Context: an optimization exercise on an open-source flow, tuned for small area. The choices shown serve that exercise and are no tape-out recipe.
The RTL was checked by simulation tests, not by an equivalence proof against the original design.
No activity file was given, so power comes from the tool's default toggle rates.

## sonar_top
module sonar_top
#(
    parameter int N_CHANNELS = 4,
    parameter int PDM_DIV    = 4,
    parameter int WIN_LOG2   = 2
) (
    input  wire logic                  wb_clk_i,
    input  wire logic                  wb_rst_i,
    input  wire logic                  wbs_cyc_i,
    input  wire logic                  wbs_stb_i,
    input  wire logic                  wbs_we_i,
    input  wire logic [3:0]            wbs_sel_i,
    input  wire logic [31:0]           wbs_adr_i,
    input  wire logic [31:0]           wbs_dat_i,
    output logic                       wbs_ack_o,
    output logic [31:0]                wbs_dat_o,
    input  wire logic [N_CHANNELS-1:0] pdm_i,
    input  wire logic                  mclear_i,
    output logic                       mclk_o,
    output logic                       irq_o
);
    localparam int W = sonar_pkg::BUS_W;
    logic        ce_pdm, ce_pcm, sstb, lstb, wclr;
    logic [31:0] presc;
    logic        presc_wr;
    logic [N_CHANNELS-1:0]   thresh_wr;
    logic [N_CHANNELS*W-1:0] sample, level, thresh;
    logic [N_CHANNELS-1:0]   echo;
    sonar_clock_gen u_clk (
        .wb_clk_i   (wb_clk_i),
        .wb_rst_i   (wb_rst_i),
        .wdat_i     (wbs_dat_i),
        .presc_wr_i (presc_wr),
  ...
==> flow/config.mk <==
export PLATFORM = sky130hd
export DESIGN_NAME = sonar_top
export DESIGN_NICKNAME = sonar_top
export VERILOG_FILES = /design/flow/design.v
export SDC_FILE = /design/flow/constraint.sdc
export NUM_CORES = 4
export LEC_CHECK = 0
export CAP_MARGIN = 20
export CORE_MARGIN = 2
export CORE_UTILIZATION = 40
export SLEW_MARGIN = 20
==> flow/constraint.sdc <==
create_clock -name core_clock -period 6.0 [get_ports {wb_clk_i}]
set_input_delay 1.2000 -clock core_clock [delete_from_list [all_inputs] [get_ports {wb_clk_i}]]
set_output_delay 1.2000 -clock core_clock [all_outputs]
set_load 0.01 [all_outputs]
standard.sh (not shown) runs the stock make flow with config.mk's settings and CLKGATE_MAP_FILE= SYNTH_SCRIPT=/design/flow/synth_recipe.tcl, a recipe that flattens the netlist after the stock synthesis.
==> flow/flow/run.sh <==
#!/bin/bash
# Standard layout with two changes: ports get the smallest buffer (buf_1)
# instead of clkdlybuf4s50_1, and clock tree synthesis adds no dummy loads and
# clusters sinks into groups a clkbuf_8 can drive within the clock-pin slew limit.
set -euo pipefail
CTS="-sink_clustering_enable -repair_clock_nets -dont_use_dummy_load"
CTS="$CTS -sink_clustering_size 18 -sink_clustering_max_diameter 50"
CTS="$CTS -buf_list sky130_fd_sc_hd__clkbuf_8"
bash standard.sh "CTS_ARGS=$CTS" "BUFFER_PORTS_ARGS=-buffer_cell sky130_fd_sc_hd__buf_1" finish > standard.log 2>&1
Change:
==> flow/run.sh (new file) <==
#!/bin/bash
# synth_recipe.tcl (not shown) runs the flow's synth.tcl, then flattens the netlist and writes it again
# the make line also repeats each setting of config.mk as NAME=value (left out here)
make -C /OpenROAD-flow-scripts/flow DESIGN_CONFIG=/design/flow/config.mk WORK_HOME=/design/flow/orfs CLKGATE_MAP_FILE= SYNTH_SCRIPT=/design/flow/synth_recipe.tcl finish
Settings changed: CTS_BUF_LIST from default to sky130_fd_sc_hd__clkbuf_8, CTS_CLUSTER_DIAMETER from default to 50, CTS_CLUSTER_SIZE from default to 18.
removed: flow/flow/run.sh
removed: flow/standard.sh
Worst hold slack degrades by 4.9 ps.
First-iteration DRC count decreases by about 3%.
Power rises by about 14%.
Cell count went up by about 1.6%.
Routed wire length increases by about 1.6%.
Cell area rises by about 4.3%.

---

sonar_top, a different RTL version from the one above (not shown whole).
For scale: roughly 2,200 cells after synthesis, roughly 500 flip-flops, about 110 I/O pins, ~0.024 sq mm of cells after synthesis.
clock: 6.0 ns
lec_check: 0
cap_margin: 20
core_margin: 2
core_utilization: 65
slew_margin: 20
==> flow/flow/run.sh <==
#!/bin/bash
# Standard layout with two changes: ports get the smallest buffer (buf_1)
# instead of clkdlybuf4s50_1, and clock tree synthesis adds no dummy loads and
# clusters sinks into groups a clkbuf_8 can drive within the clock-pin slew limit.
set -euo pipefail
CTS="-sink_clustering_enable -repair_clock_nets -dont_use_dummy_load"
CTS="$CTS -sink_clustering_size 20 -sink_clustering_max_diameter 55"
CTS="$CTS -buf_list sky130_fd_sc_hd__clkbuf_8"
bash standard.sh "CTS_ARGS=$CTS" "BUFFER_PORTS_ARGS=-buffer_cell sky130_fd_sc_hd__buf_1" finish > standard.log 2>&1
Then changed:
--- a/flow/flow/run.sh
+++ b/flow/flow/run.sh
@@ -5,5 +5,5 @@
 set -euo pipefail
 CTS="-sink_clustering_enable -repair_clock_nets -dont_use_dummy_load"
-CTS="$CTS -sink_clustering_size 20 -sink_clustering_max_diameter 55"
+CTS="$CTS -sink_clustering_size 18 -sink_clustering_max_diameter 50"
 CTS="$CTS -buf_list sky130_fd_sc_hd__clkbuf_8"
 bash standard.sh "CTS_ARGS=$CTS" "BUFFER_PORTS_ARGS=-buffer_cell sky130_fd_sc_hd__buf_1" finish > standard.log 2>&1
Result:
- The changed run passed the timing, design-rule and antenna checks
- routed wire length stays flat
- non-clock buffer count stays the same
- utilization barely changes
- setup slack improves by 0.016 ns
- global-route usage stays flat
- hold slack improves by 0.011 ns
- total power rose by about 0.6%
- fmax stays flat
- synthesized area does not change
- design area stays flat

[afterwards: timing with drivers on the ports]
The results above use ideal ports. As a check the final layouts listed here were re-extracted and re-timed, cells and wires unchanged. Step 1 (the two cells are an assumption about what drives the block):
set clk [get_ports {wb_clk_i}]
set_driving_cell -lib_cell sky130_fd_sc_hd__clkbuf_16 $clk
set_driving_cell -lib_cell sky130_fd_sc_hd__buf_2 [delete_from_list [all_inputs] $clk]
Step 2 adds t to the input delays and takes it off the output delays; t is the mean of the earliest and latest rising clock arrival at the registers after step 1. Input paths then give back, and output paths get back, about the clock's delay inside the block. Slacks: no drivers / after step 1 / after step 2; pairs: no drivers / after step 1.
run | t (ns) | setup slack, ns | clock arrival spread, ns | worst register clock-pin slew, ns | cell pins on the clock port's net
the first run of note 1 | 0.691 | 0.405 / 0.405 / 0.405 | 0.085 / 0.085 | 0.11 / 0.11 | 1
the second run of note 1 | 0.739 | 0.392 / 0.392 / 0.392 | 0.051 / 0.050 | 0.11 / 0.11 | 1
the first run of note 2 | 0.676 | 0.463 / 0.463 / 0.463 | 0.042 / 0.041 | 0.11 / 0.11 | 1
the second run of note 2 | 0.680 | 0.479 / 0.479 / 0.479 | 0.049 / 0.049 | 0.11 / 0.11 | 1
After both steps setup and hold are still met in every run listed.
